This is an optimization exercise on Yosys and OpenROAD, whose aim is small area and a short achievable clock period, not a production implementation.
Only simulation tests tie the RTL to the original design; equivalence was not proved.
Power is estimated from default activity; no workload was simulated.

==> design.v <==
module checkpoint_monitor #(
  parameter int DATA_W = 16,
  parameter int NUM_CH = 4,
  parameter int SEL_W  = 2,
  parameter int DEPTH  = 64,
  parameter int ADDR_W = 6,
  parameter int CNT_W  = 16
) (
  input  logic                     CLK,
  input  logic                     Reset,
  input  logic                     cfg_we,
  input  logic [ADDR_W-1:0]        cfg_addr,
  input  logic [CNT_W-1:0]         cfg_delay,
  input  logic [SEL_W-1:0]         cfg_ch,
  input  logic [DATA_W-1:0]        cfg_value,
  input  logic [DATA_W-1:0]        cfg_mask,
  input  logic                     cfg_last,
  input  logic                     start,
  input  logic                     abort,
  input  logic [NUM_CH*DATA_W-1:0] probe_data,
  output logic                     busy,
  output logic                     done,
  output logic [CNT_W-1:0]         pass_count,
  output logic [CNT_W-1:0]         fail_count,
  output logic [ADDR_W-1:0]        cur_idx,
  output logic                     check_pulse,
  output logic                     check_pass,
  output logic                     first_fail_valid,
  output logic [ADDR_W-1:0]        first_fail_idx,
  output logic [DATA_W-1:0]        first_fail_actual
);
  localparam int NGRP   = DATA_W / 3;
  localparam int CODE_W = NGRP * 5 + 2 * (DATA_W - NGRP * 3);
  function automatic logic [4:0] enc3(input logic [2:0] k, input logic [2:0] w);
    logic [1:0] t0, t1;
    t0 = {k[0], w[0]};
    t1 = {k[1], w[1]};
    if (!k[2])                 enc3 = {t0, t1, 1'b0};
    else if (!w[2])            enc3 = {t0, t1, 1'b1};
    else if (!k[0])            enc3 = {2'b01, t1, 1'b0};
    else if (!w[0])            enc3 = {2'b01, t1, 1'b1};
    else                       enc3 = {t1, 2'b01, 1'b0};
  endfunction
  function automatic logic [5:0] dec3(input logic [4:0] c);
    logic       a, b;
    logic [1:0] t0, t1, t2;
    a = (c[4:3] == 2'b01);
    b = !a && (c[2:1] == 2'b01);
    if (a) begin
      t0 = c[0] ? 2'b10 : 2'b00;
      t1 = c[2:1];
      t2 = 2'b11;
    end else if (b) begin
      t0 = 2'b11;
      t1 = c[4:3];
      t2 = 2'b11;
    end else begin
      t0 = c[4:3];
      t1 = c[2:1];
      t2 = c[0] ? 2'b10 : 2'b00;
    end
    dec3 = {t2[1] & t2[0], t1[1] & t1[0], t0[1] & t0[0],
            t2[1] & ~t2[0], t1[1] & ~t1[0], t0[1] & ~t0[0]};
  endfunction
  function automatic logic [CODE_W-1:0] enc(input logic [DATA_W-1:0] v,
                                            input logic [DATA_W-1:0] m);
    logic [DATA_W-1:0] w;
    w = m & v;
    for (int g = 0; g < NGRP; g++) enc[g*5 +: 5] = enc3(m[g*3 +: 3], w[g*3 +: 3]);
    for (int i = NGRP * 3; i < DATA_W; i++) begin
      enc[NGRP*5 + 2*(i-NGRP*3)]     = m[i] & ~v[i];
      enc[NGRP*5 + 2*(i-NGRP*3) + 1] = w[i];
    end
  endfunction
  function automatic logic [2*DATA_W-1:0] dec(input logic [CODE_W-1:0] c);
    logic [5:0] d;
    for (int g = 0; g < NGRP; g++) begin
      d = dec3(c[g*5 +: 5]);
      dec[g*3 +: 3]          = d[2:0];
      dec[DATA_W + g*3 +: 3] = d[5:3];
    end
    for (int i = NGRP * 3; i < DATA_W; i++) begin
      dec[i]          = c[NGRP*5 + 2*(i-NGRP*3)];
      dec[DATA_W + i] = c[NGRP*5 + 2*(i-NGRP*3) + 1];
    end
  endfunction
  logic [DEPTH-1:0][CNT_W-1:0]  t_delay;
  logic [DEPTH-1:0][SEL_W-1:0]  t_ch;
  logic [DEPTH-1:0][CODE_W-1:0] t_code;
  logic [DEPTH-2:0]             t_last;    
  logic                busy_q, done_q;
  logic [ADDR_W-1:0]   idx_q;
  logic [CNT_W-1:0]    timer_q;
  logic [CNT_W-1:0]    pass_q, fail_q;
  logic                pulse_q, cpass_q, ffv_q;
  logic [ADDR_W-1:0]   ffi_q;
  logic [DATA_W-1:0]   ffa_q;
  logic [NUM_CH-1:0]   cur_chs_q;
  logic [DATA_W-1:0]   cur_m0_q, cur_m1_q;
  logic                cur_last_q;
  logic                wr_ok;
  logic [CODE_W-1:0]   cfg_code;
  assign wr_ok    = cfg_we & ~busy_q;
  assign cfg_code = enc(cfg_value, cfg_mask);
  for (genvar j = 0; j < DEPTH; j++) begin : g_ent
    always_ff @(posedge CLK) begin
      if (wr_ok && cfg_addr == ADDR_W'(j)) begin
        t_delay[j] <= cfg_delay;
        t_ch[j]    <= cfg_ch;
        t_code[j]  <= cfg_code;
      end
    end
    if (j < DEPTH - 1) begin : g_last
      always_ff @(posedge CLK) begin
        if (wr_ok && cfg_addr == ADDR_W'(j)) t_last[j] <= cfg_last;
      end
    end
  end
  logic [DEPTH-1:1]    ptr_q;
  logic [CNT_W-1:0]    rd_delay;
  logic [SEL_W-1:0]    rd_ch;
  logic [CODE_W-1:0]   rd_code;
  logic                rd_last;
  always_comb begin
    rd_delay = '0;
    rd_ch    = '0;
    rd_code  = '0;
    rd_last  = 1'b0;
    for (int j = 1; j < DEPTH; j++) begin
      rd_delay = rd_delay | ({CNT_W{ptr_q[j]}}  & t_delay[j]);
      rd_ch    = rd_ch    | ({SEL_W{ptr_q[j]}}  & t_ch[j]);
      rd_code  = rd_code  | ({CODE_W{ptr_q[j]}} & t_code[j]);
      rd_last  = rd_last  | (ptr_q[j] & ((j == DEPTH - 1) ? 1'b1 : t_last[j]));
    end
  end
  logic                timer_zero;
  logic                cmp_fire;
  logic                start_fire;
  logic [2*DATA_W-1:0] rd_m;
  logic [2*DATA_W-1:0] t0_m;
  logic [DATA_W-1:0]   probe_sel;
  logic                cmp_pass;
  assign timer_zero = (timer_q == '0);
  assign cmp_fire   = busy_q & ~abort & timer_zero;
  assign start_fire = start & ~busy_q;
  assign rd_m       = dec(rd_code);
  assign t0_m       = dec(t_code[0]);
  logic                wr0;
  logic [SEL_W-1:0]    ch_nxt;
  assign wr0    = cfg_we & (cfg_addr == '0);
  assign ch_nxt = !busy_q ? (wr0 ? cfg_ch : t_ch[0]) : rd_ch;
  always_ff @(posedge CLK) begin
    if (!busy_q || timer_zero) begin
      for (int k = 0; k < NUM_CH; k++) cur_chs_q[k] <= (ch_nxt == SEL_W'(k));
    end
  end
  always_ff @(posedge CLK) begin
    if (busy_q && timer_zero) begin
      cur_last_q <= rd_last;
      {cur_m1_q, cur_m0_q} <= rd_m;
    end
  end
  logic                first_q;
  logic                last_e;
  logic [DATA_W-1:0]   m0_e, m1_e;
  always_ff @(posedge CLK) begin
    if (!busy_q)         first_q <= 1'b1;
    else if (timer_zero) first_q <= 1'b0;
  end
  assign last_e       = first_q ? t_last[0] : cur_last_q;
  assign {m1_e, m0_e} = first_q ? t0_m      : {cur_m1_q, cur_m0_q};
  always_ff @(posedge CLK) begin
    if (!busy_q)         ptr_q <= (DEPTH-1)'(1);
    else if (timer_zero) ptr_q <= {ptr_q[DEPTH-2:1], 1'b0};
  end
  always_ff @(posedge CLK) begin
    if (!busy_q)         timer_q <= t_delay[0];
    else if (timer_zero) timer_q <= rd_delay;
    else                 timer_q <= timer_q - CNT_W'(1);
  end
  always_comb begin
    probe_sel = '0;
    for (int k = 0; k < NUM_CH; k++) begin
      probe_sel = probe_sel | ({DATA_W{cur_chs_q[k]}} & probe_data[k*DATA_W +: DATA_W]);
    end
    cmp_pass = ((probe_sel & m0_e) | (~probe_sel & m1_e)) == '0;
  end
  logic busy_o;
  always_ff @(posedge CLK or posedge Reset) begin
    if (Reset) begin
      busy_o <= 1'b0;
    end else if (start & ~busy_o) begin
      busy_o <= 1'b1;
    end else if (busy_o && (abort || (timer_zero && last_e))) begin
      busy_o <= 1'b0;
    end
  end
  always_ff @(posedge CLK or posedge Reset) begin
    if (Reset) begin
      busy_q  <= 1'b0;
      done_q  <= 1'b0;
      idx_q   <= '0;
      pass_q  <= '0;
      fail_q  <= '0;
      pulse_q <= 1'b0;
      cpass_q <= 1'b0;
      ffv_q   <= 1'b0;
      ffi_q   <= '0;
      ffa_q   <= '0;
    end else begin
      pulse_q <= cmp_fire;
      if (start_fire) begin
        busy_q  <= 1'b1;
        done_q  <= 1'b0;
        idx_q   <= '0;
        pass_q  <= '0;
        fail_q  <= '0;
        cpass_q <= 1'b0;
        ffv_q   <= 1'b0;
        ffi_q   <= '0;
        ffa_q   <= '0;
      end else if (busy_q && abort) begin
        busy_q  <= 1'b0;
      end else if (cmp_fire) begin
        cpass_q <= cmp_pass;
        if (cmp_pass) begin
          if (pass_q != '1) pass_q <= pass_q + CNT_W'(1);
        end else begin
          if (fail_q != '1) fail_q <= fail_q + CNT_W'(1);
          if (!ffv_q) begin
            ffv_q <= 1'b1;
            ffi_q <= idx_q;
            ffa_q <= probe_sel;
          end
        end
        if (last_e) begin
          busy_q <= 1'b0;
          done_q <= 1'b1;
        end else begin
          idx_q  <= idx_q + ADDR_W'(1);
        end
      end
    end
  end
  assign busy              = busy_o;
  assign done              = done_q;
  assign pass_count        = pass_q;
  assign fail_count        = fail_q;
  assign cur_idx           = idx_q;
  assign check_pulse       = pulse_q;
  assign check_pass        = cpass_q;
  assign first_fail_valid  = ffv_q;
  assign first_fail_idx    = ffi_q;
  assign first_fail_actual = ffa_q;
endmodule
==> run.sh <==
#!/bin/bash
# synth_recipe.tcl (not shown) runs the flow's synth.tcl, then flattens the netlist and writes it again
# the make line also repeats each setting of config.mk as NAME=value (left out here)
make -C /OpenROAD-flow-scripts/flow DESIGN_CONFIG=/design/flow/config.mk WORK_HOME=/design/flow/orfs CLKGATE_MAP_FILE= SYNTH_SCRIPT=/design/flow/synth_recipe.tcl finish
==> config.mk <==
export PLATFORM = sky130hd
export DESIGN_NAME = checkpoint_monitor
export DESIGN_NICKNAME = checkpoint_monitor
export VERILOG_FILES = /design/flow/design.v
export SDC_FILE = /design/flow/constraint.sdc
export NUM_CORES = 4
export LEC_CHECK = 0
export CAP_MARGIN = 20
export CORE_MARGIN = 2
export CORE_UTILIZATION = 40
export SETUP_SLACK_MARGIN = 4.3
export SLEW_MARGIN = 20
==> constraint.sdc <==
create_clock -name core_clock -period 7.5 [get_ports {CLK}]
set_input_delay 1.5000 -clock core_clock [delete_from_list [all_inputs] [get_ports {CLK}]]
set_output_delay 1.5000 -clock core_clock [all_outputs]
set_load 0.01 [all_outputs]
==> summary.txt, run 1 <==
* Top post-synthesis cells by area: edfxtp_1 (79%), a221oi_1 (3.7%), a22o_1 (3.7%)
* Register area share after synthesis at 81.8%
* Sw frac at between 20% and 30%
* Final period utilization at between 40 and 50%
* Leak pwr at ~43 nW
* WS Path Type: register to register
* Routability cong. at roughly 0.9
* Root buf cell: clkbuf_16
* Layout cells sized above 1 at a little under a fifth
* Sequential share of power at between 50% and 60%
* DR WL/cell at 47.7 µm
* Sinks on Clock Net at about 3100
* R2R Setup Slk at roughly 4 ns
* HPWL Detailed at between 200000 and 300000 µm
* Post-Synthesis Cell Area at 113000 µm²
* Clk latency of the worst-skew pair at about 0.99 ns
* Placement Cell Area at between 100000 and 150000 µm²
* DR pass1 iterations at 9
* H-tree Lvls at 5
* First-pass GRT wire length at between 600000 and 700000 µm
* # port buffers at 190
* Hold_buf cts at 0
* CP endpoint kind: register
* Maxcap violations at 0
* Die ar. at between 200000 and 300000 µm²
* Initial core utilization at 40.2%
* Clock Tree Buf Depth at 4
* Syn avg cell area at ~18 µm²
* Clock-pin slew on the worst setup and hold paths at around 0.060 ns
* Routed Antenna Nets at 0
* Clock Power Share at a little over two fifths
* RSZ-0062 raised after global routing: true
* Via count at between 70000 and 80000
* Mapped Cells at 6172
* Worst Skew at approximately 0.08 ns
* Number of synthesized flops with an enable pin at around 3000
* PD cells at 265 nW/µm²
* Peak supply drop at approximately 0.27 mV
* DRC viols at 0
* Row cnt at between 150 and 200
* Syn Nets at ~6300
* Crit path arrival time at a little over 4 ns
* Outcome: complete, no violations
* Top_reg_cell synth: edfxtp_1
* Via/cell ratio at 7.27
* Total internal power at 0.0284 W
* Final nets at 6955
* Synth top area share at about four fifths
* Max Clk Rate at between 0.2 and 0.3 GHz
* DRT iter0 DRCs at 19200
* Slew margin rel. at between 20% and 30%
* Minimum clock period at around 3.4 ns
* CP Data Required Time at approximately 8.2 ns
* Area Growth Syn to Fin at 19.7%
* Finished Cell Area at between 100000 and 150000 µm²
* Max-slew violation count at 0
* Die height at approximately 540 µm
* Core Region at approximately 280000 µm²
* Initial antenna violation count at 50
* GRT Util Overall at a little over a third
* Kind of start point of the critical path: register
* Number of CTS-inserted buffers at ~330
* CP max FO at 25
* Post-synth ARST share at under 10%
* Slew of the pin with the lowest slew margin at 1.13 ns
* Synth cell types at 67
* P_sw at around 0.0075 W
* Final setup fails at 0
* Worst Hold Class: register to register
* Post-Route WL at between 500000 and 600000 µm
* Comb pwr share at around 2.8%
* Number of synthesized register bits at between 3000 and 4000
* Count leader, synth: edfxtp_1
* Most frequent cells after synthesis: edfxtp_1 (2980), a221oi_1 (476), a22o_1 (476)
* Die width at 536 µm
* Hold Vio Cnt, Final at 0
* Setup TNS Final at 0 ns
* YS warnings at 1
* CTS tree: done
* Io pins at between 150 and 200
* Number of global-route vias before repair at 71100
* Largest net degree at the start of global routing at between 60 and 70
* Grt ovf at 0
* Biggest area consumer among synthesized cells: edfxtp_1
metrics by stage:
| stage | util, % | total power, W | instances | setup slack (ns) | hold WS [ns] |
|---|---|---|---|---|---|
| 6_report | 48.1 | 0.0359 | 10800 | 4.12 | 0.489 |
| 4_1_cts | 47.7 | 0.0358 | 10700 | 4.26 | 0.483 |
| 5_1_grt | 48.1 | 0.0365 | 10800 | 4.14 | 0.491 |
| 3_3_place_gp | 43.2 | 0.0204 | 10000 | 2.37 | 0.458 |
| 3_5_place_dp | 43.3 | 0.0205 | 10000 | 2.52 | 0.470 |
| 2_1_floorplan | - | 0.0200 | 6172 | 3.86 | 0.449 |
layout by cell type (no fill, tap or decap), types with 23 or more instances in the layout:
cell type,netlist,layout
a21oi_1,56,45
nor2_4,0,76
a221oi_2,0,23
edfxtp_1,2980,2980
nand2_1,243,219
nand3_1,79,70
dfrtp_1,66,50
clkinv_2,0,41
clkdlybuf4s50_1,0,75
mux2i_1,31,29
dfxtp_4,0,63
nand4_1,238,238
buf_12,0,73
a221oi_1,476,443
nand2_2,0,23
inv_1,32,31
buf_6,0,42
clkinv_1,1,81
clkbuf_16,0,336
nor2_1,123,48
a222oi_1,43,43
buf_4,2,354
clkbuf_1,261,66
bufinv_16,0,24
o21ai_0,44,31
a22o_1,476,475
diode_2,0,39
nor3_1,35,28
a21boi_0,68,63
dlygate4sd2_1,0,79
a22oi_1,464,444
critical path: stages, from the launching register on:
cell,delay [ns]
dfxtp_4,0.58
buf_6,0.42
a221oi_1,0.83
nand4_1,0.29
or4_4,0.69
inv_1,0.13
o22ai_1,0.08
per-layer routing:
layer  vias up  part of all wire (%)  GRT usage [%]
li1      27500                     -              -
met1     39400                    32           44.7
met2      9864                    41           49.0
met3      2016                    19           15.8
met4        44                   7.0           19.0
met5         -                 0.078              0
final timing paths:
| check | start | end | cells past startpoint |
|---|---|---|---|
| setup / recovery | ptr_q[27] | cur_m0_q[3] | 6 |
| hold / removal | t_delay[8] | timer_q[8] | 1 |
| setup reg to reg | ptr_q[27] | cur_m0_q[3] | 6 |
| hold reg to reg | t_delay[8] | timer_q[8] | 1 |
| max in group asynchronous | Reset | busy_q | 3 |
| min in group asynchronous | Reset | ffa_q[8] | 3 |
kinds of logic after synthesis:
logic type | after synthesis | synth area share [%]
AOI/OAI and AO/OA | 1697 | 12.2
and+or+nand+nor | 872 | 3.96
xor gates and xnor gates | 20 | 0.155
muxes | 47 | 0.443
buffers and inverters | 406 | 1.36
DFF | 3125 | 81.8
adders and majority gates | 5 | 0.0552
flip-flops by register name, summed over array words and instances, names as in the netlist, 4 cells and up:
| signal | flops |
|---|---|
| pass_q | 16 |
| t_delay | 1024 |
| fail_q | 16 |
| idx_q | 6 |
| ptr_q | 63 |
| cur_chs_q | 4 |
| cur_m0_q | 16 |
| t_code | 1728 |
| timer_q | 16 |
| ffa_q | 16 |
| t_last | 63 |
| t_ch | 128 |
| ffi_q | 6 |
| cur_m1_q | 16 |
layout make-up:
type | instances | area, µm²
fill | 23200 | 146000
sequential | 3125 | 93000
multi-input combinational | 2647 | 20900
clock buffer | 400 | 8610
timing repair buffer | 687 | 6850
tap | 3743 | 4680
clock inverter | 162 | 1390
inverter | 34 | 129
antenna | 39 | 97.6
power groups by stage:
stage / clock network [W] / registers [W] / logic, W
global placement: 0 / 0.0196 / 0.000818
CTS: 0.0156 / 0.0192 / 0.000940
global route: 0.0162 / 0.0192 / 0.00103
floorplan: 0 / 0.0196 / 0.000347
finish: 0.0157 / 0.0192 / 0.00101
detailed placement: 0 / 0.0196 / 0.000833
repair_timing:
item / 4_1_cts / 5_1_grt
pin swaps: 93 / 56
cloned: 7 / 4
buffers inserted: 156 / 50
resized for setup: 270 / 121
setup endpoints to repair: 2059 / 304
==> inputs of run 2 (changes only) <==
--- a/design.v
+++ b/design.v
@@ -88,5 +88,6 @@
   logic [DEPTH-1:0][SEL_W-1:0]  t_ch;
-  logic [DEPTH-1:0][CODE_W-1:0] t_code;
+  logic [DEPTH-1:1][CODE_W-1:0] t_code;
+  logic [2*DATA_W-1:0]          t0_m;
   logic [DEPTH-2:0]             t_last;    
-  logic                busy_q, done_q;
+  logic                busy_q, busy_o, done_q;
   logic [ADDR_W-1:0]   idx_q;
@@ -102,4 +103,6 @@
   logic [CODE_W-1:0]   cfg_code;
+  logic [2*DATA_W-1:0] cfg_m;
   assign wr_ok    = cfg_we & ~busy_q;
   assign cfg_code = enc(cfg_value, cfg_mask);
+  assign cfg_m    = {cfg_mask & cfg_value, cfg_mask & ~cfg_value};
   for (genvar j = 0; j < DEPTH; j++) begin : g_ent
@@ -109,3 +112,11 @@
         t_ch[j]    <= cfg_ch;
-        t_code[j]  <= cfg_code;
+      end
+    end
+    if (j == 0) begin : g_m0
+      always_ff @(posedge CLK) begin
+        if (wr_ok && cfg_addr == ADDR_W'(j)) t0_m <= cfg_m;
+      end
+    end else begin : g_code
+      always_ff @(posedge CLK) begin
+        if (wr_ok && cfg_addr == ADDR_W'(j)) t_code[j] <= cfg_code;
       end
@@ -138,4 +149,2 @@
   logic                start_fire;
-  logic [2*DATA_W-1:0] rd_m;
-  logic [2*DATA_W-1:0] t0_m;
   logic [DATA_W-1:0]   probe_sel;
@@ -145,4 +154,2 @@
   assign start_fire = start & ~busy_q;
-  assign rd_m       = dec(rd_code);
-  assign t0_m       = dec(t_code[0]);
   logic                wr0;
@@ -159,3 +166,3 @@
       cur_last_q <= rd_last;
-      {cur_m1_q, cur_m0_q} <= rd_m;
+      {cur_m1_q, cur_m0_q} <= dec(rd_code);
     end
@@ -187,12 +194,7 @@
   end
-  logic busy_o;
-  always_ff @(posedge CLK or posedge Reset) begin
-    if (Reset) begin
-      busy_o <= 1'b0;
-    end else if (start & ~busy_o) begin
-      busy_o <= 1'b1;
-    end else if (busy_o && (abort || (timer_zero && last_e))) begin
-      busy_o <= 1'b0;
-    end
-  end
+  logic                pass_en, fail_en, cap_en, run_end;
+  assign pass_en = cmp_fire &  cmp_pass & (pass_q != '1);
+  assign fail_en = cmp_fire & ~cmp_pass & (fail_q != '1);
+  assign cap_en  = cmp_fire & ~cmp_pass & ~ffv_q;
+  assign run_end = timer_zero & last_e;
   always_ff @(posedge CLK or posedge Reset) begin
@@ -200,2 +202,3 @@
       busy_q  <= 1'b0;
+      busy_o  <= 1'b0;
       done_q  <= 1'b0;
@@ -210,33 +213,21 @@
     end else begin
+      busy_q  <= start_fire | (busy_q & ~abort & ~run_end);
+      busy_o  <= (start & ~busy_o) | (busy_o & ~abort & ~run_end);
+      done_q  <= (cmp_fire & last_e) | (~start_fire & done_q);
       pulse_q <= cmp_fire;
-      if (start_fire) begin
-        busy_q  <= 1'b1;
-        done_q  <= 1'b0;
-        idx_q   <= '0;
-        pass_q  <= '0;
-        fail_q  <= '0;
-        cpass_q <= 1'b0;
-        ffv_q   <= 1'b0;
-        ffi_q   <= '0;
-        ffa_q   <= '0;
-      end else if (busy_q && abort) begin
-        busy_q  <= 1'b0;
-      end else if (cmp_fire) begin
-        cpass_q <= cmp_pass;
-        if (cmp_pass) begin
-          if (pass_q != '1) pass_q <= pass_q + CNT_W'(1);
-        end else begin
-          if (fail_q != '1) fail_q <= fail_q + CNT_W'(1);
-          if (!ffv_q) begin
-            ffv_q <= 1'b1;
-            ffi_q <= idx_q;
-            ffa_q <= probe_sel;
-          end
-        end
-        if (last_e) begin
-          busy_q <= 1'b0;
-          done_q <= 1'b1;
-        end else begin
-          idx_q  <= idx_q + ADDR_W'(1);
-        end
+      if (start_fire)                idx_q <= '0;
+      else if (cmp_fire && !last_e)  idx_q <= idx_q + ADDR_W'(1);
+      if (pass_en)                   pass_q <= pass_q + CNT_W'(1);
+      else if (start_fire)           pass_q <= '0;
+      if (fail_en)                   fail_q <= fail_q + CNT_W'(1);
+      else if (start_fire)           fail_q <= '0;
+      if (cmp_fire)                  cpass_q <= cmp_pass;
+      else if (start_fire)           cpass_q <= 1'b0;
+      ffv_q   <= (cmp_fire & ~cmp_pass) | (~start_fire & ffv_q);
+      if (cap_en) begin
+        ffi_q <= idx_q;
+        ffa_q <= probe_sel;
+      end else if (start_fire) begin
+        ffi_q <= '0;
+        ffa_q <= '0;
       end
==> flow/run.sh (new file) <==
#!/bin/bash
# The standard layout (standard.sh: standard synthesis, then ORFS to
# finish), with two changes to how the layout is made:
#  - every port still gets a buffer, but buffer_ports uses buf_4 instead of
#    its default delay-buffer cell;
#  - clock tree synthesis builds larger sink clusters and inserts no dummy
#    loads.
# All of make's output goes to flow_make.log; ORFS keeps each step's log
# under orfs/logs/.
set -euo pipefail
export BUFFER_PORTS_ARGS="-buffer_cell sky130_fd_sc_hd__buf_4"
export CTS_ARGS="-sink_clustering_enable -repair_clock_nets -dont_use_dummy_load -sink_clustering_size 24 -sink_clustering_max_diameter 80"
bash standard.sh > flow_make.log 2>&1
==> standard.sh (new file) <==
#!/bin/bash
# synth_recipe.tcl (not shown) runs the flow's synth.tcl, then flattens the netlist and writes it again
# the make line also repeats each setting of config.mk as NAME=value (left out here)
make -C /OpenROAD-flow-scripts/flow DESIGN_CONFIG=/design/flow/config.mk WORK_HOME=/design/flow/orfs CLKGATE_MAP_FILE= SYNTH_SCRIPT=/design/flow/synth_recipe.tcl "${@:-finish}"
--- a/config.mk
+++ b/config.mk
@@ -10,3 +10,3 @@
 export CORE_UTILIZATION = 40
-export SETUP_SLACK_MARGIN = 4.3
+export SETUP_SLACK_MARGIN = 4.5
 export SLEW_MARGIN = 20
removed: run.sh
==> summary.txt, run 2 <==
* Outcome: complete, no violations
* Max-slew violation count at 0 (unchanged)
* Commonest non-fill, non-tap cell in the layout: edfxtp_1
* Most frequent cells after synthesis: edfxtp_1 (2985), a22oi_1 (515), a22o_1 (479)
* Post-Route WL at 499000 µm (-3.5%)
* Syn Nets at 6360 (+0.90%)
* Synth top area share at 78.7% (-0.24 points)
* Post-synth ARST share at 2.11% (-0.0034 points)
* Biggest area consumer among synthesized cells: edfxtp_1
* Fin util at 45.6% (-2.5 points)
* Setup TNS Final at 0 ns (unchanged)
* Most frequent cells in the layout: edfxtp_1 (2985), a22oi_1 (505), a22o_1 (478)
* GRT Util Overall at 33.4% (-1.4 points)
* Layout cells sized above 1 at 17.6% (-0.94 points)
* First-pass GRT wire length at 643000 µm (-3.6%)
* PD cells at 226 nW/µm² (-15%)
* Hold_buf cts at 0 (unchanged)
* Sw frac at 20.8% (-0.14 points)
* Max Clk Rate at 0.321 GHz (+8.6%)
* Grt ovf at 0 (unchanged)
* Sequential share of power at 66.2% (+13 points)
* Die height at 537 µm (+0.24%)
* Routed Antenna Nets at 0 (unchanged)
* Comb pwr share at 3.0% (+0.2 points)
* Clk latency of the worst-skew pair at 0.90 ns (-0.09 ns)
* Final setup fails at 0 (unchanged)
* Clock Tree Buf Depth at 3 (-1)
* Slew margin rel. at 27.0% (+2.1 points)
* WS Path Type: register to register
* Via count at 75800 (-3.9%)
* Number of synthesized register bits at 3130 (+0.16%)
* Top post-synthesis cells by area: edfxtp_1 (79%), a22o_1 (3.7%), a221oi_1 (3.5%)
* CP Launch Point: ptr_q[49]
* Slew of the pin with the lowest slew margin at 1.10 ns (-0.0321 ns)
* Mapped Cells at 6229 (+0.92%)
* Clock Power Share at 30.8% (-13 points)
* R2R Path Start: ptr_q[49]
* Final period utilization at 41.5% (-3.6 points)
* Xor/xnor share of the synthesized area at 0.200% (+0.045 points)
* Total chip power at 0.0291 W (-19%)
* Worst Skew at 0.108 ns (+0.0278 ns)
* DRC viols at 0 (unchanged)
* Max reg flops at 1701 (-1.6%)
* Io pins at 191 (unchanged)
* CP max FO at 19 (-24%)
* Worst Hold Class: register to register
* Final nets at 6763 (-2.8%)
* Routability cong. at 0.899 (-1.3%)
* Number of global-route vias before repair at 69100 (-2.8%)
* Minimum clock period at 3.11 ns (-0.268 ns)
* Largest Register: t_code
* Fraction of the mapped netlist area in adder cells at 0.0550% (-0.00026 points)
* DR pass1 iterations at 9 (unchanged)
* DR WL/cell at 48.0 µm (+0.56%)
* Initial antenna violation count at 25 (-50%)
* CP Data Required Time at 8.01 ns (-0.19 ns)
* Hold_sp: t_delay[2]
* Kind of start point of the critical path: register
* Register area share after synthesis at 81.6% (-0.26 points)
* Row cnt at 195 (unchanged)
* Core Region at 283000 µm² (+0.26%)
* Die width at 537 µm (+0.24%)
* Syn avg cell area at 18.3 µm² (-0.44%)
* Post-synthesis compound-gate area fraction at 12.3% (+0.082 points)
* # port buffers at 190 (unchanged)
* Count leader, synth: edfxtp_1
* Die ar. at 289000 µm² (+0.48%)
* CP endpoint kind: register
* Number of synthesized flops with an enable pin at 2985 (+0.17%)
* Hold Vio Cnt, Final at 0 (unchanged)
* RSZ-0062 raised after global routing: true
* Largest family of logic cells by synthesized area: compound AO/OA/AOI/OAI gates
* Leak pwr at 40.1 nW (-7.4%)
* Peak supply drop at 0.210 mV (-22%)
* Top_reg_cell synth: edfxtp_1
* Area Growth Syn to Fin at 13.2%
* Post-synthesis simple-gate area fraction at 4.02% (+0.053 points)
* Largest net degree at the start of global routing at 67 (unchanged)
* Multiplexer area fraction after synthesis at 0.478% (+0.035 points)
* Largest registers: t_code: 1701 flops, t_delay: 1024 flops, t_ch: 128 flops
* Via/cell ratio at 7.29 (+0.24%)
* Clock-pin slew on the worst setup and hold paths at 0.10 ns (+0.04 ns)
* Synth cell types at 61 (-9.0%)
* CTS tree: done
* Crit path arrival time at 3.62 ns (-0.46 ns)
* P_sw at 0.00604 W (-20%)
* Post-Synthesis Cell Area at 114000 µm² (+0.48%)
* Maxcap violations at 0 (unchanged)
* HPWL Detailed at 273000 µm (-3.7%)
* Initial core utilization at 40.3% (+0.088 points)
* YS warnings at 1 (unchanged)
* Root buf cell: clkbuf_16
* Sinks on Clock Net at 3130 (+0.16%)
* Total internal power at 0.0230 W (-19%)
* Number of CTS-inserted buffers at 151 (-54%)
* DRT iter0 DRCs at 17600 (-8.4%)
* H-tree Lvls at 4 (-1)
## run 2: area by class of cell
cell class | instances | area [µm²]
Clock buffer | 151 | 3780
Sequential cell | 3130 | 93100
Tap cell | 3743 | 4680
Antenna cell | 22 | 55.1
Timing Repair Buffer | 623 | 5850
Inverter | 39 | 150
Multi-Input combinational cell | 2687 | 21200
Fill cell | 23800 | 154000
## run 2: path summary, 6_finish.rpt
path | slack [ns] | endpoint | cells past startpoint
min | 0.47 | timer_q[2] | 1
min in group asynchronous | 0.91 | ffa_q[6] | 3
max reg2reg | 4.39 | cur_last_q | 6
max in group asynchronous | 5.84 | busy_q | 3
max | 4.39 | cur_last_q | 6
min reg2reg | 0.47 | timer_q[2] | 1
## run 2: kinds of logic after synthesis
kind of cell    after synthesis
flops                      3130
compound gates             1710
simple gates                892
buf+inv                     414
mux                          52
xor+xnor                     26
fa+ha+maj                     5
## run 2: repair_timing
| action | in CTS | in global routing |
|---|---|---|
| setup endpoints to repair | 1445 | 174 |
| gates resized for setup | 227 | 92 |
| setup buffers | 121 | 45 |
| cloned | 2 | 2 |
| endpoints found under the hold margin | 0 | 0 |
| pin swaps | 51 | 28 |
## run 2: worst max-delay path, cell delays in order, from the launching register on
cell	delay, ns
dfxtp_4	0.46
buf_4	0.36
a22o_1	0.29
a221oi_1	0.61
nand4_1	0.33
nor3_1	0.27
nand2_1	0.38
## run 2: power groups by stage
stage          clock network [W]  logic, W  registers, W
6_report                 0.00895  0.000875        0.0192
5_1_grt                  0.00941  0.000915        0.0192
4_1_cts                  0.00886  0.000843        0.0192
3_5_place_dp                   0  0.000830        0.0196
3_3_place_gp                   0  0.000818        0.0196
2_1_floorplan                  0  0.000374        0.0196
## run 2: per-stage QoR
step	hold WS (ns)	std cells	instance area (µm²)	setup WS (ns)
4_1_cts	0.478	10300	128000	4.16
6_report	0.474	10400	129000	4.39
2_1_floorplan	0.449	6229	115000	3.78
3_3_place_gp	0.457	10000	122000	3.00
5_1_grt	0.502	10400	129000	4.45
3_5_place_dp	0.458	10100	122000	3.06
## run 2: metal layers
layer / wire length [µm] / GRT usage, % / vias up
met4: 39700 / 21.3 / 24
met2: 213000 / 49.0 / 8336
met1: 165000 / 43.6 / 38800
li1: - / - / 26900
met3: 80400 / 9.70 / 1808
met5: 237 / 0.247 / -
==> inputs of run 3 (changes only) <==
--- a/config.mk
+++ b/config.mk
@@ -10,3 +10,3 @@
 export CORE_UTILIZATION = 40
-export SETUP_SLACK_MARGIN = 4.5
+export SETUP_SLACK_MARGIN = 4.7
 export SLEW_MARGIN = 20
==> summary.txt, run 3 <==
* Row cnt at 195 (unchanged)
* Max-slew violation count at 0 (unchanged)
* Largest Register: t_code
* Leak pwr at 41.2 nW (+2.8%)
* Worst Hold Class: register to register
* Multiplexer area fraction after synthesis at 0.478% (unchanged)
* Post-synthesis compound-gate area fraction at 12.3% (unchanged)
* Post-Synthesis Cell Area at 114000 µm² (unchanged)
* FF-to-FF End: ffa_q[13]
* FILL cells at 23600 (-0.75%)
* Largest family of logic cells by synthesized area: compound AO/OA/AOI/OAI gates
* Fraction of the mapped netlist area in adder cells at 0.0550% (unchanged)
* Grt ovf at 0 (unchanged)
* H-tree Lvls at 4 (unchanged)
* Total chip power at 0.0291 W (+0.22%)
* GR met3 Demand/Resource at 12.7% (+3.0 points)
* Final nets at 6908 (+2.1%)
* CP endpoint kind: register
* Synth cell types at 61 (unchanged)
* Kind of start point of the critical path: primary input
* First-pass GRT wire length at 665000 µm (+3.4%)
* Worst Skew at 0.0723 ns (-0.0355 ns)
* Syn Nets at 6360 (unchanged)
* Top post-synthesis cells by area: edfxtp_1 (79%), a22o_1 (3.7%), a221oi_1 (3.5%)
* Final setup fails at 0 (unchanged)
* Layout cells sized above 1 at 19.7% (+2.1 points)
* Synth top area share at 78.7% (unchanged)
* Initial antenna violation count at 49 (+96%)
* Root buf cell: clkbuf_16
* Slew margin rel. at 32.7% (+5.7 points)
* CP Data Required Time at 8.19 ns (+0.18 ns)
* R2R depth at 9 (+3)
* Maxcap violations at 0 (unchanged)
* R2R Setup Slk at 4.40 ns (about the same)
* Sinks on Clock Net at 3130 (unchanged)
* Count leader, synth: edfxtp_1
* CP max FO at 9 (-10)
* Global route hottest layer: met2
* Die ar. at 289000 µm² (unchanged)
* Post-synthesis simple-gate area fraction at 4.02% (unchanged)
* Clock-pin slew on the worst setup and hold paths at 0.10 ns (about the same)
* Post-synth ARST share at 2.11% (unchanged)
* Final period utilization at 41.5% (about the same)
* Met2 Use GR at 49.5% (+0.57 points)
* Max Clk Rate at 0.321 GHz (about the same)
* Top_reg_cell synth: edfxtp_1
* Hold_sp: t_delay[0]
* Clock Tree Buf Depth at 3 (unchanged)
* R2R Path Start: timer_q[7]
* Post-Route WL at 520000 µm (+4.2%)
* Clk latency of the worst-skew pair at 0.88 ns (-0.02 ns)
* Core Region at 283000 µm² (unchanged)
* Io pins at 191 (unchanged)
* DRT iter0 DRCs at 18100 (+2.8%)
* WHS Path Cells at 1 (unchanged)
* CP max stage delay at 0.40 ns (-0.21 ns)
* HPWL Detailed at 268000 µm (-2.1%)
* Largest registers: t_code: 1701 flops, t_delay: 1024 flops, t_ch: 128 flops
* Biggest area consumer among synthesized cells: edfxtp_1
* Via count at 78100 (+3.0%)
* DR pass1 iterations at 7 (-2)
* CP delay by family, top: simple AND/OR/NAND/NOR gates
* Most frequent cells in the layout: edfxtp_1 (2985), a22oi_1 (509), a22o_1 (475)
* Routability cong. at 0.891 (-0.97%)
* Number of synthesized flops with an enable pin at 2985 (unchanged)
* Number of synthesized register bits at 3130 (unchanged)
* DR WL/cell at 49.2 µm (+2.5%)
* GRT Util Overall at 34.9% (+1.4 points)
* PD cells at 221 nW/µm² (-1.8%)
* Crit path arrival time at 3.80 ns (+0.18 ns)
* Hold Vio Cnt, Final at 0 (unchanged)
* CP Launch Point: probe_data[2]
* Via/cell ratio at 7.39 (+1.4%)
* Most frequent cells after synthesis: edfxtp_1 (2985), a22oi_1 (515), a22o_1 (479)
* Outcome: complete, no violations
* Register area share after synthesis at 81.6% (unchanged)
* Hold worst-path end: timer_q[0]
* Peak supply drop at 0.192 mV (-8.3%)
* Die width at 537 µm (unchanged)
* Mapped Cells at 6229 (unchanged)
* CP max stage cell: and3_2
* Initial core utilization at 40.3% (unchanged)
* Die height at 537 µm (unchanged)
* Syn avg cell area at 18.3 µm² (unchanged)
* Minimum clock period at 3.11 ns (-0.000820 ns)
* Commonest non-fill, non-tap cell in the layout: edfxtp_1
* Slew of the pin with the lowest slew margin at 1.01 ns (-0.0858 ns)
* CTS tree: done
* Number of CTS-inserted buffers at 153 (+1.3%)
* Largest net degree at the start of global routing at 66 (-1.5%)
* Worst path cell trace: buf_4, a22o_1, nor2_1, mux2i_1, and3_2, and3_4, or4_4, mux2_4
* Area Growth Syn to Fin at 15.5%
* DRC viols at 0 (unchanged)
* Met1 GRT Util at 45.0% (+1.4 points)
* WS Path Type: primary input to register
* Bufs and invs on worst path at 1 (unchanged)
* RSZ-0062 raised after global routing: true
* YS warnings at 1 (unchanged)
* Number of global-route vias before repair at 69700 (+0.93%)
* Setup TNS Final at 0 ns (unchanged)
* Max reg flops at 1701 (unchanged)
* Routed Antenna Nets at 0 (unchanged)
* Xor/xnor share of the synthesized area at 0.200% (unchanged)
* # port buffers at 190 (unchanged)
-- run 3: kinds of logic (layout without fill, tap and decap cells) --
family | after synthesis | after routing
XOR/XNOR | 26 | 26
other | 0 | 50
adder cells (fa/ha/maj) | 5 | 5
AO/OA/AOI/OAI | 1710 | 1712
buffers and inverters | 414 | 949
flip-flops | 3130 | 3130
multiplexers | 52 | 52
AND/OR/NAND/NOR | 892 | 901
-- run 3: cell type report --
class,count,area (µm²),area share (%)
timing repair buffer,757,8100,6.16
inverter,39,153,0.116
clock buffer,153,3830,2.91
sequential,3130,93100,70.8
multi-input combinational,2696,21500,16.3
antenna,50,125,0.0951
tap,3743,4680,3.56
-- run 3: report_power, final --
group | internal (W) | total (W) | switching [W]
registers | 0.0192 | 0.0192 | 0.0000402
clock network | 0.00365 | 0.00900 | 0.00534
logic | 0.000212 | 0.000882 | 0.000670
-- run 3: worst max path at each step --
stage	slack, ns	endpoint	depth (start not counted)
6_report	4.39	ffa_q[13]	8
5_1_grt	4.36	ffa_q[13]	9
4_1_cts	4.29	ffa_q[13]	9
3_5_place_dp	2.82	t_code[1592]	5
3_3_place_gp	2.86	t_delay[948]	5
2_1_floorplan	3.89	t_ch[32]	4
-- run 3: repair_timing --
action                                  4_1_cts  5_1_grt
endpoints found under the setup margin     2051      622
hold buffers                                  0        0
gates cloned                                 12        6
resized for setup                           441      122
buffers inserted                            251       67
pin swaps                                    91       54
-- run 3: layer usage --
metal	part of all wire (%)	wire, µm
met2	42	218000
met3	17	90700
met5	0.040	210
met1	33	170000
met4	7.8	40500
-- run 3: through the flow --
stage                     setup slack [ns]  instances  hold slack [ns]  instance area (µm²)  utilization [%]
after floorplan                       3.89       6229            0.449               115000                -
after global placement                2.86      10000            0.454               122000             43.0
after detailed placement              2.82      10000            0.457               122000             43.0
after CTS                             4.29      10400            0.467               130000             46.0
after global routing                  4.36      10500            0.490               131000             46.5
final                                 4.39      10600            0.480               132000             46.5
==> inputs of run 4 (changes only) <==
--- a/design.v
+++ b/design.v
@@ -101,3 +101,4 @@
   logic                cur_last_q;
-  logic                wr_ok;
+  logic                busy_w;
+  logic                wr_ok, wr_ok_c;
   logic [CODE_W-1:0]   cfg_code;
@@ -105,2 +106,3 @@
   assign wr_ok    = cfg_we & ~busy_q;
+  assign wr_ok_c  = cfg_we & ~busy_w;
   assign cfg_code = enc(cfg_value, cfg_mask);
@@ -116,3 +118,3 @@
       always_ff @(posedge CLK) begin
-        if (wr_ok && cfg_addr == ADDR_W'(j)) t0_m <= cfg_m;
+        if (wr_ok_c && cfg_addr == ADDR_W'(j)) t0_m <= cfg_m;
       end
@@ -120,3 +122,3 @@
       always_ff @(posedge CLK) begin
-        if (wr_ok && cfg_addr == ADDR_W'(j)) t_code[j] <= cfg_code;
+        if (wr_ok_c && cfg_addr == ADDR_W'(j)) t_code[j] <= cfg_code;
       end
@@ -140,3 +142,3 @@
     for (int j = 1; j < DEPTH; j++) begin
-      rd_delay = rd_delay | ({CNT_W{ptr_q[j]}}  & t_delay[j]);
+      if (j < DEPTH - 1) rd_delay = rd_delay | ({CNT_W{ptr_q[j]}} & t_delay[j+1]);
       rd_ch    = rd_ch    | ({SEL_W{ptr_q[j]}}  & t_ch[j]);
@@ -146,3 +148,3 @@
   end
-  logic                timer_zero;
+  logic                timer_zero;    
   logic                cmp_fire;
@@ -151,3 +153,2 @@
   logic                cmp_pass;
-  assign timer_zero = (timer_q == '0);
   assign cmp_fire   = busy_q & ~abort & timer_zero;
@@ -182,6 +183,19 @@
   end
-  always_ff @(posedge CLK) begin
-    if (!busy_q)         timer_q <= t_delay[0];
-    else if (timer_zero) timer_q <= rd_delay;
-    else                 timer_q <= timer_q - CNT_W'(1);
+  logic [CNT_W-1:0]    nd_q;
+  logic [CNT_W-1:0]    nd_e;
+  assign nd_e = first_q ? t_delay[1] : nd_q;
+  always_ff @(posedge CLK) begin
+    if (busy_q && timer_zero) nd_q <= rd_delay;
+  end
+  always_ff @(posedge CLK) begin
+    if (!busy_q) begin
+      timer_q    <= t_delay[0];
+      timer_zero <= (t_delay[0] == '0);
+    end else if (timer_zero) begin
+      timer_q    <= nd_e;
+      timer_zero <= (nd_e == '0);
+    end else begin
+      timer_q    <= timer_q - CNT_W'(1);
+      timer_zero <= (timer_q == CNT_W'(1));
+    end
   end
@@ -194,7 +208,19 @@
   end
-  logic                pass_en, fail_en, cap_en, run_end;
-  assign pass_en = cmp_fire &  cmp_pass & (pass_q != '1);
-  assign fail_en = cmp_fire & ~cmp_pass & (fail_q != '1);
-  assign cap_en  = cmp_fire & ~cmp_pass & ~ffv_q;
+  logic                fail, run_end;
+  logic [CNT_W-1:0]    pass_h, fail_h, pass_p, fail_f;
+  logic                cpass_h, ffv_h;
+  logic [ADDR_W-1:0]   ffi_h, ffi_f;
+  logic [DATA_W-1:0]   ffa_h, ffa_f;
+  assign fail    = ~cmp_pass;
   assign run_end = timer_zero & last_e;
+  assign pass_h  = start_fire ? '0 : pass_q;
+  assign fail_h  = start_fire ? '0 : fail_q;
+  assign cpass_h = ~start_fire & cpass_q;
+  assign ffv_h   = ~start_fire & ffv_q;
+  assign ffi_h   = start_fire ? '0 : ffi_q;
+  assign ffa_h   = start_fire ? '0 : ffa_q;
+  assign pass_p  = (cmp_fire && pass_q != '1) ? pass_q + CNT_W'(1) : pass_h;
+  assign fail_f  = (cmp_fire && fail_q != '1) ? fail_q + CNT_W'(1) : fail_h;
+  assign ffi_f   = (cmp_fire && !ffv_q) ? idx_q     : ffi_h;
+  assign ffa_f   = (cmp_fire && !ffv_q) ? probe_sel : ffa_h;
   always_ff @(posedge CLK or posedge Reset) begin
@@ -203,2 +229,3 @@
       busy_o  <= 1'b0;
+      busy_w  <= 1'b0;
       done_q  <= 1'b0;
@@ -215,2 +242,3 @@
       busy_o  <= (start & ~busy_o) | (busy_o & ~abort & ~run_end);
+      busy_w  <= (start & ~busy_w) | (busy_w & ~abort & ~run_end);
       done_q  <= (cmp_fire & last_e) | (~start_fire & done_q);
@@ -219,16 +247,8 @@
       else if (cmp_fire && !last_e)  idx_q <= idx_q + ADDR_W'(1);
-      if (pass_en)                   pass_q <= pass_q + CNT_W'(1);
-      else if (start_fire)           pass_q <= '0;
-      if (fail_en)                   fail_q <= fail_q + CNT_W'(1);
-      else if (start_fire)           fail_q <= '0;
-      if (cmp_fire)                  cpass_q <= cmp_pass;
-      else if (start_fire)           cpass_q <= 1'b0;
-      ffv_q   <= (cmp_fire & ~cmp_pass) | (~start_fire & ffv_q);
-      if (cap_en) begin
-        ffi_q <= idx_q;
-        ffa_q <= probe_sel;
-      end else if (start_fire) begin
-        ffi_q <= '0;
-        ffa_q <= '0;
-      end
+      pass_q  <= fail ? pass_h : pass_p;
+      fail_q  <= fail ? fail_f : fail_h;
+      cpass_q <= fail ? (~cmp_fire & cpass_h) : (cmp_fire | cpass_h);
+      ffv_q   <= fail ? (cmp_fire | ffv_h) : ffv_h;
+      ffi_q   <= fail ? ffi_f : ffi_h;
+      ffa_q   <= fail ? ffa_f : ffa_h;
     end
--- a/config.mk
+++ b/config.mk
@@ -10,3 +10,3 @@
 export CORE_UTILIZATION = 40
-export SETUP_SLACK_MARGIN = 4.7
+export SETUP_SLACK_MARGIN = 4.5
 export SLEW_MARGIN = 20
==> summary.txt, run 4 <==
* Outcome: complete, no violations
* Via/cell ratio at 7.20 (-2.5%)
* Leak pwr at 40.6 nW (-1.5%)
* Register area share after synthesis at 81.5% (-0.13 points)
* R2R depth at 7 (-2)
* Peak supply drop at 0.165 mV (-14%)
* CP Launch Point: cfg_addr[0]
* Max reg flops at 1701 (unchanged)
* Total internal power at 0.0234 W (+1.4%)
* DRC viols at 0 (unchanged)
* CTS tree: done
* Number of CTS-inserted buffers at 161 (+5.2%)
* Number of synthesized flops with an enable pin at 3001 (+0.54%)
* HPWL Detailed at 270000 µm (+0.83%)
* Clock Tree Buf Depth at 4 (+1)
* Top post-synthesis cells by area: edfxtp_1 (79%), a22o_1 (3.8%), a221oi_1 (3.8%)
* Biggest area consumer among synthesized cells: edfxtp_1
* Io pins at 191 (unchanged)
* Largest net degree at the start of global routing at 68 (+3.0%)
* WS Path Type: primary input to register
* Final setup fails at 0 (unchanged)
* Mapped Cells at 6232 (+0.048%)
* Post-Route WL at 484000 µm (-6.9%)
* Largest Register: t_code
* R2R Setup Slk at 4.40 ns (about the same)
* Most frequent cells after synthesis: edfxtp_1 (3001), a22o_1 (503), a221oi_1 (497)
* Worst setup margin at 4.23 ns (-0.155 ns)
* FILL cells at 24000 (+1.7%)
* Routed Antenna Nets at 0 (unchanged)
* Syn Nets at 6363 (+0.047%)
* Via count at 75200 (-3.7%)
* Top_reg_cell synth: edfxtp_1
* Minimum clock period at 3.27 ns (+0.155 ns)
* Kind of start point of the critical path: primary input
* Clock-pin slew on the worst setup and hold paths at 0.09 ns (about the same)
* Area Growth Syn to Fin at 13.4%
* Crit path arrival time at 3.74 ns (-0.06 ns)
* Dpl ws at 2.91 ns (+0.0933 ns)
* Max Clk Rate at 0.306 GHz (-4.7%)
* Slew margin rel. at 24.6% (-8.1 points)
* Commonest non-fill, non-tap cell in the layout: edfxtp_1
* FF-to-FF End: cur_m1_q[7]
* Synth top area share at 78.6% (-0.14 points)
* Hold_buf cts at 0 (unchanged)
* First-pass GRT wire length at 626000 µm (-5.8%)
* Grt ovf at 0 (unchanged)
* Number of synthesized register bits at 3148 (+0.58%)
* Layout cells sized above 1 at 18.0% (-1.7 points)
* Register area at 93700 µm² (+0.56%)
* Syn avg cell area at 18.4 µm² (+0.67%)
* CP Data Required Time at 7.98 ns (-0.21 ns)
* PD cells at 227 nW/µm² (+2.3%)
* Post-synth ARST share at 2.13% (+0.020 points)
* Clock Power Share at 31.4% (+0.5 points)
* Comb pwr share at 3.0% (about the same)
* Worst Skew at 0.0499 ns (-0.0224 ns)
* Most frequent cells in the layout: edfxtp_1 (3001), buf_4 (505), a22o_1 (503)
* Final period utilization at 43.5% (+2.1 points)
* Die ar. at 291000 µm² (+0.72%)
* R2R Path Start: ptr_q[11]
* H-tree Lvls at 4 (unchanged)
* GRT Util Overall at 32.0% (-2.9 points)
* Multi-input logic area at 21400 µm² (-0.16%)
* DR WL/cell at 46.3 µm (-5.8%)
* Count leader, synth: edfxtp_1
* DR pass1 iterations at 7 (unchanged)
* Maxcap violations at 0 (unchanged)
* P_sw at 0.00608 W (+0.48%)
* # port buffers at 190 (unchanged)
* Clk latency of the worst-skew pair at 0.86 ns (-0.02 ns)
* Die width at 539 µm (+0.36%)
* CP max FO at 13 (+4)
* Slew of the pin with the lowest slew margin at 1.13 ns (+0.118 ns)
* Hold Vio Cnt, Final at 0 (unchanged)
* Initial core utilization at 40.2% (-0.055 points)
* Sequential share of power at 65.6% (-0.5 points)
* Final nets at 6785 (-1.8%)
* Sinks on Clock Net at 3148 (+0.58%)
* YS warnings at 1 (unchanged)
* Core Region at 285000 µm² (+0.86%)
* Placement Cell Area at 123000 µm² (+0.93%)
* Setup TNS Final at 0 ns (unchanged)
* RSZ-0062 raised after global routing: true
* Post-Synthesis Cell Area at 115000 µm² (+0.72%)
* Routability cong. at 0.923 (+3.6%)
* Die height at 539 µm (+0.36%)
* Sw frac at 20.6% (-0.15 points)
* Finished Cell Area at 130000 µm² (-1.1%)
* Worst Hold Class: register to register
* Row cnt at 196 (+0.51%)
* DRT iter0 DRCs at 17900 (-1.1%)
* Initial antenna violation count at 47 (-4.1%)
* CP endpoint kind: register
* Max-slew violation count at 0 (unchanged)
* Largest registers: t_code: 1701 flops, t_delay: 1024 flops, t_ch: 128 flops
* Root buf cell: clkbuf_16
* Number of global-route vias before repair at 67800 (-2.8%)
* Critical Path End: t_delay[922]
* Synth cell types at 61 (unchanged)
[run 4: critical path, cell delays in order]
cell	delay, ns
buf_4	0.13
nor2b_1	0.34
nand2_1	0.63
nor2_4	0.56
buf_4	0.54
[run 4: power by group through the flow]
| stage | sequential, W | combinational (W) | clock (W) |
|---|---|---|---|
| floorplan | 0.0198 | 0.000359 | 0 |
| finish | 0.0193 | 0.000872 | 0.00926 |
| detailed placement | 0.0198 | 0.000762 | 0 |
| global route | 0.0193 | 0.000910 | 0.00976 |
| global placement | 0.0198 | 0.000744 | 0 |
| CTS | 0.0193 | 0.000822 | 0.00919 |
[run 4: metal layers]
layer | wire (µm) | global-route usage [%] | vias up
met5 | 136 | 0 | -
li1 | - | - | 26800
met4 | 36200 | 18.9 | 20
met3 | 82600 | 10.3 | 1637
met2 | 204000 | 46.5 | 8217
met1 | 160000 | 42.0 | 38500
[run 4: worst min-delay path by stage]
stage | cells past startpoint | slack, ns | startpoint | endpoint
floorplan | 1 | 0.48 | t_delay[1] | timer_q[1]
global route | 1 | 0.55 | done_q | done_q
finish | 1 | 0.53 | done_q | done_q
global placement | 1 | 0.50 | done_q | done_q
detailed placement | 1 | 0.50 | done_q | done_q
CTS | 1 | 0.52 | done_q | done_q
[run 4: per-stage QoR]
step	util [%]	std cells	hold WS (ns)	power, W
2_1_floorplan	-	6232	0.477	0.0201
3_3_place_gp	43.0	10100	0.498	0.0205
3_5_place_dp	43.1	10100	0.498	0.0205
4_1_cts	45.2	10400	0.521	0.0293
5_1_grt	45.6	10400	0.555	0.0300
6_report	45.6	10400	0.529	0.0295
[run 4: cell type report]
type	count	share of cell area [%]
well taps	3762	3.62
multi-input cells	2642	16.5
inverters	73	0.215
flip-flops and latches	3148	72.0
repair buffers	628	4.53
diodes	28	0.0539
clock buffers	161	3.10
[run 4: cells by family after synthesis]
logic type	count (synthesis)	share of synthesized area [%]
mux	136	1.20
xor+xnor	24	0.183
buf+inv	446	1.55
flops	3148	81.5
simple gates	867	3.98
compound gates	1606	11.6
fa+ha+maj	5	0.0546
[run 4: timing repair]
action | 4_1_cts | 5_1_grt
gates cloned | 1 | 5
buffers inserted | 124 | 57
pin swaps | 61 | 39
endpoints found under the setup margin | 1247 | 836
gates resized for setup | 150 | 77
==> inputs of run 5 (changes only) <==
--- a/config.mk
+++ b/config.mk
@@ -9,4 +9,4 @@
 export CORE_MARGIN = 2
-export CORE_UTILIZATION = 40
-export SETUP_SLACK_MARGIN = 4.5
+export CORE_UTILIZATION = 41
+export SETUP_SLACK_MARGIN = 4.7
 export SLEW_MARGIN = 20
==> summary.txt, run 5 <==
* Outcome: complete, no violations
* Synth cell types at 61 (unchanged)
* Most frequent cells after synthesis: edfxtp_1 (3001), a22o_1 (503), a221oi_1 (497)
* # port buffers at 190 (unchanged)
* Worst path cell trace: buf_12, buf_6, buf_6, a22oi_2, a21boi_1, a211oi_1, nand4_1, or4_4, buf_4, nand3_4, nor2_1, a211o_1
* Count leader, synth: edfxtp_1
* Minimum clock period at 3.01 ns (-0.255 ns)
* Post-Synthesis Cell Area at 115000 µm² (unchanged)
* CP Data Required Time at 8.20 ns (+0.22 ns)
* DR pass1 iterations at 6 (-1)
* Post-synth ARST share at 2.13% (unchanged)
* Worst Hold Class: register to register
* Register area share after synthesis at 81.5% (unchanged)
* Initial core utilization at 41.1% (+0.95 points)
* Max-slew violation count at 0 (unchanged)
* DR WL/cell at 46.0 µm (-0.68%)
* Die height at 533 µm (-1.2%)
* CP endpoint kind: register
* Kind of start point of the critical path: register
* Post-Route WL at 481000 µm (-0.59%)
* Syn Nets at 6363 (unchanged)
* Crit path arrival time at 3.72 ns (-0.02 ns)
* Number of CTS-inserted buffers at 164 (+1.9%)
* Core Region at 279000 µm² (-2.3%)
* Synth top area share at 78.6% (unchanged)
* PD cells at 224 nW/µm² (-0.92%)
* CP delay by family, top: simple AND/OR/NAND/NOR gates
* Largest registers: t_code: 1701 flops, t_delay: 1024 flops, t_ch: 128 flops
* RSZ-0062 raised after global routing: true
* Mapped Cells at 6232 (unchanged)
* Biggest area consumer among synthesized cells: edfxtp_1
* Final period utilization at 40.2% (-3.4 points)
* Setup TNS Final at 0 ns (unchanged)
* Grt ovf at 0 (unchanged)
* Syn avg cell area at 18.4 µm² (unchanged)
* CP max stage cell: or4_4
* Layout cells sized above 1 at 19.1% (+1.0 points)
* Final non-filler cell total at 10500 (+0.096%)
* DRC viols at 0 (unchanged)
* Dpl ws at 2.92 ns (+0.00885 ns)
* First-pass GRT wire length at 619000 µm (-1.1%)
* Final nets at 6840 (+0.81%)
* Inst Count DP at 9999 (-0.66%)
* Number of synthesized register bits at 3148 (unchanged)
* Io pins at 191 (unchanged)
* YS warnings at 1 (unchanged)
* CTS tree: done
* Clock Tree Buf Depth at 4 (unchanged)
* Max reg flops at 1701 (unchanged)
* Bufs and invs on worst path at 4 (+2)
* Top_reg_cell synth: edfxtp_1
* H-tree Lvls at 4 (unchanged)
* HPWL Detailed at 245000 µm (-9.3%)
* Worst Skew at 0.115 ns (+0.0654 ns)
* Max Clk Rate at 0.332 GHz (+8.5%)
* Die ar. at 284000 µm² (-2.4%)
* Number of synthesized flops with an enable pin at 3001 (unchanged)
* Final setup fails at 0 (unchanged)
* WS Path Type: register to register
* Via count at 74600 (-0.80%)
* Routed Antenna Nets at 0 (unchanged)
* Root buf cell: clkbuf_16
* Maxcap violations at 0 (unchanged)
* CP max FO at 15 (+2)
* Die width at 533 µm (-1.2%)
* Routability cong. at 0.872 (-5.5%)
* Leak pwr at 41.4 nW (+1.8%)
* Row cnt at 194 (-1.0%)
* Hold Vio Cnt, Final at 0 (unchanged)
* Clock-pin slew on the worst setup and hold paths at 0.09 ns (about the same)
* Via/cell ratio at 7.14 (-0.90%)
* Largest Register: t_code
* Register area at 93700 µm² (about the same)
* Hold_buf cts at 0 (unchanged)
* DRT iter0 DRCs at 16800 (-6.4%)
* CP max stage delay at 0.64 ns (about the same)
* Clk latency of the worst-skew pair at 0.90 ns (+0.04 ns)
* FILL cells at 23100 (-3.6%)
* Commonest non-fill, non-tap cell in the layout: edfxtp_1
* Area Growth Syn to Fin at 14.8%
* Worst setup margin at 4.49 ns (+0.255 ns)
* Number of global-route vias before repair at 67500 (-0.52%)
* Hold Slack at 0.534 ns (+0.00519 ns)
* Most frequent cells in the layout: edfxtp_1 (3001), a22o_1 (501), a221oi_1 (464)
* Multi-input logic area at 21700 µm² (+1.4%)
* GRT Util Overall at 32.4% (+0.44 points)
* Most common cell on crit path: buf_6
* Slew of the pin with the lowest slew margin at 1.20 ns (+0.0720 ns)
* Sinks on Clock Net at 3148 (unchanged)
* Top post-synthesis cells by area: edfxtp_1 (79%), a22o_1 (3.8%), a221oi_1 (3.8%)
* Initial antenna violation count at 45 (-4.3%)
* Largest net degree at the start of global routing at 95 (+40%)
* Peak supply drop at 0.186 mV (+13%)
* Slew margin rel. at 19.8% (-4.8 points)
==> run 5: changes by cell type in the layout (fill, tap and decap cells not counted), moves of 6 or more <==
cell,previous run,this run
nand2_4,1,13
dfrtp_2,25,19
nand3_4,4,10
buf_4,505,435
nor2b_1,90,82
o21ai_1,18,6
buf_12,65,90
nand2_1,116,108
diode_2,28,21
buf_8,8,20
buf_6,41,120
a221oi_2,26,32
o21ai_2,1,8
==> run 5: area by class of cell <==
cell class / instances / area share, %
tap: 3724 / 3.54
sequential: 3148 / 71.2
clock buffer: 164 / 3.12
multi-input combinational: 2644 / 16.5
antenna: 21 / 0.0399
timing repair buffer: 678 / 5.38
inverter: 73 / 0.211
==> run 5: logic make-up after synthesis <==
kind of cell | Yosys count | share of synthesized area [%]
XOR/XNOR | 24 | 0.183
multiplexers | 136 | 1.20
AO/OA/AOI/OAI | 1606 | 11.6
buffers and inverters | 446 | 1.55
flip-flops | 3148 | 81.5
adder cells (fa/ha/maj) | 5 | 0.0546
AND/OR/NAND/NOR | 867 | 3.98
==> run 5: repair_timing <==
item | 4_1_cts | 5_1_grt
resized for setup | 283 | 119
pin swaps | 56 | 35
setup endpoints to repair | 720 | 723
buffers inserted | 184 | 73
cloned | 8 | 2
==> run 5: metal layers <==
layer  global-route usage, %  vias to the layer above  wire [µm]
li1                        -                    26900          -
met1                    42.3                    38000     157000
met2                    47.7                     8014     205000
met3                    12.1                     1598      87800
met4                    15.8                       42      30300
met5                       0                        -        512
==> run 5: power by group <==
group | total (W) | internal, W | switching [W] | leakage (nW)
sequential | 0.0193 | 0.0193 | 0.0000426 | 28.7
clock | 0.00933 | 0.00392 | 0.00542 | 2.02
combinational | 0.000852 | 0.000236 | 0.000616 | 10.7
total | 0.0295 | 0.0235 | 0.00608 | 41.4
==> run 5: path summary, 6_finish.rpt <==
kind,startpoint,end,slack (ns),cells after the start
min in group asynchronous,Reset,fail_q[11],0.90,3
max in group asynchronous,Reset,busy_q,5.88,3
worst min-delay path,ptr_q[39],ptr_q[40],0.53,2
worst min register to register,ptr_q[39],ptr_q[40],0.53,2
worst max register to register,cur_chs_q[1],fail_q[10],4.49,12
worst max-delay path,cur_chs_q[1],fail_q[10],4.49,12
==> run 5: through the flow <==
stage          instance area, µm²  power, W  utilization (%)
3_5_place_dp               123000    0.0205             44.0
6_report                   132000    0.0295             47.2
2_1_floorplan              116000    0.0201                -
3_3_place_gp               123000    0.0205             44.0
5_1_grt                    132000    0.0300             47.2
4_1_cts                    130000    0.0294             46.7
==> run 5: worst min-delay path, delay by kind of cell, from the launching register on <==
family	cells	cell delay, ns
and+or+nand+nor	1	0.09
muxes	1	0.07
DFF	1	0.39

port drivers added, routing unchanged:
In the flow no input, the clock included, has a driving cell. The finished layouts below were timed again as built, in two steps.
Step 1, drivers: a clkbuf_16 drives CLK and a buf_2 each remaining input, both assumed.
Step 2 adds t to the input delays and takes it off the output delays; t is the mean of the earliest and latest rising clock arrival at the registers after step 1. Input paths then give back, and output paths get back, about the clock's delay inside the block.
Three values: ideal ports, drivers, drivers and shift; two values: the first two.
| run | shift t [ns] | slack for setup (ns) | hold WS [ns] | worst data-port slew with drivers (ns) | cell pins on the clock port's net |
|---|---|---|---|---|---|
| run 1 | 1.048 | 4.120 / 4.120 / 3.161 | 0.489 / 0.489 / 0.489 | 0.17 | 1 |
| run 2 | 0.960 | 4.388 / 4.369 / 3.474 | 0.474 / 0.474 / 0.474 | 0.12 | 1 |
| run 3 | 0.954 | 4.389 / 4.298 / 3.519 | 0.480 / 0.432 / 0.480 | 0.24 | 1 |
| run 4 | 0.958 | 4.234 / 4.113 / 3.156 | 0.529 / 0.529 / 0.529 | 0.26 | 1 |
| run 5 | 0.944 | 4.489 / 4.430 / 3.654 | 0.534 / 0.534 / 0.534 | 0.14 | 1 |
After both steps setup and hold are still met in every run listed. The setup slack of run 4, which loses most, moves by -0.121 ns with the drivers and by -1.078 ns with both steps.
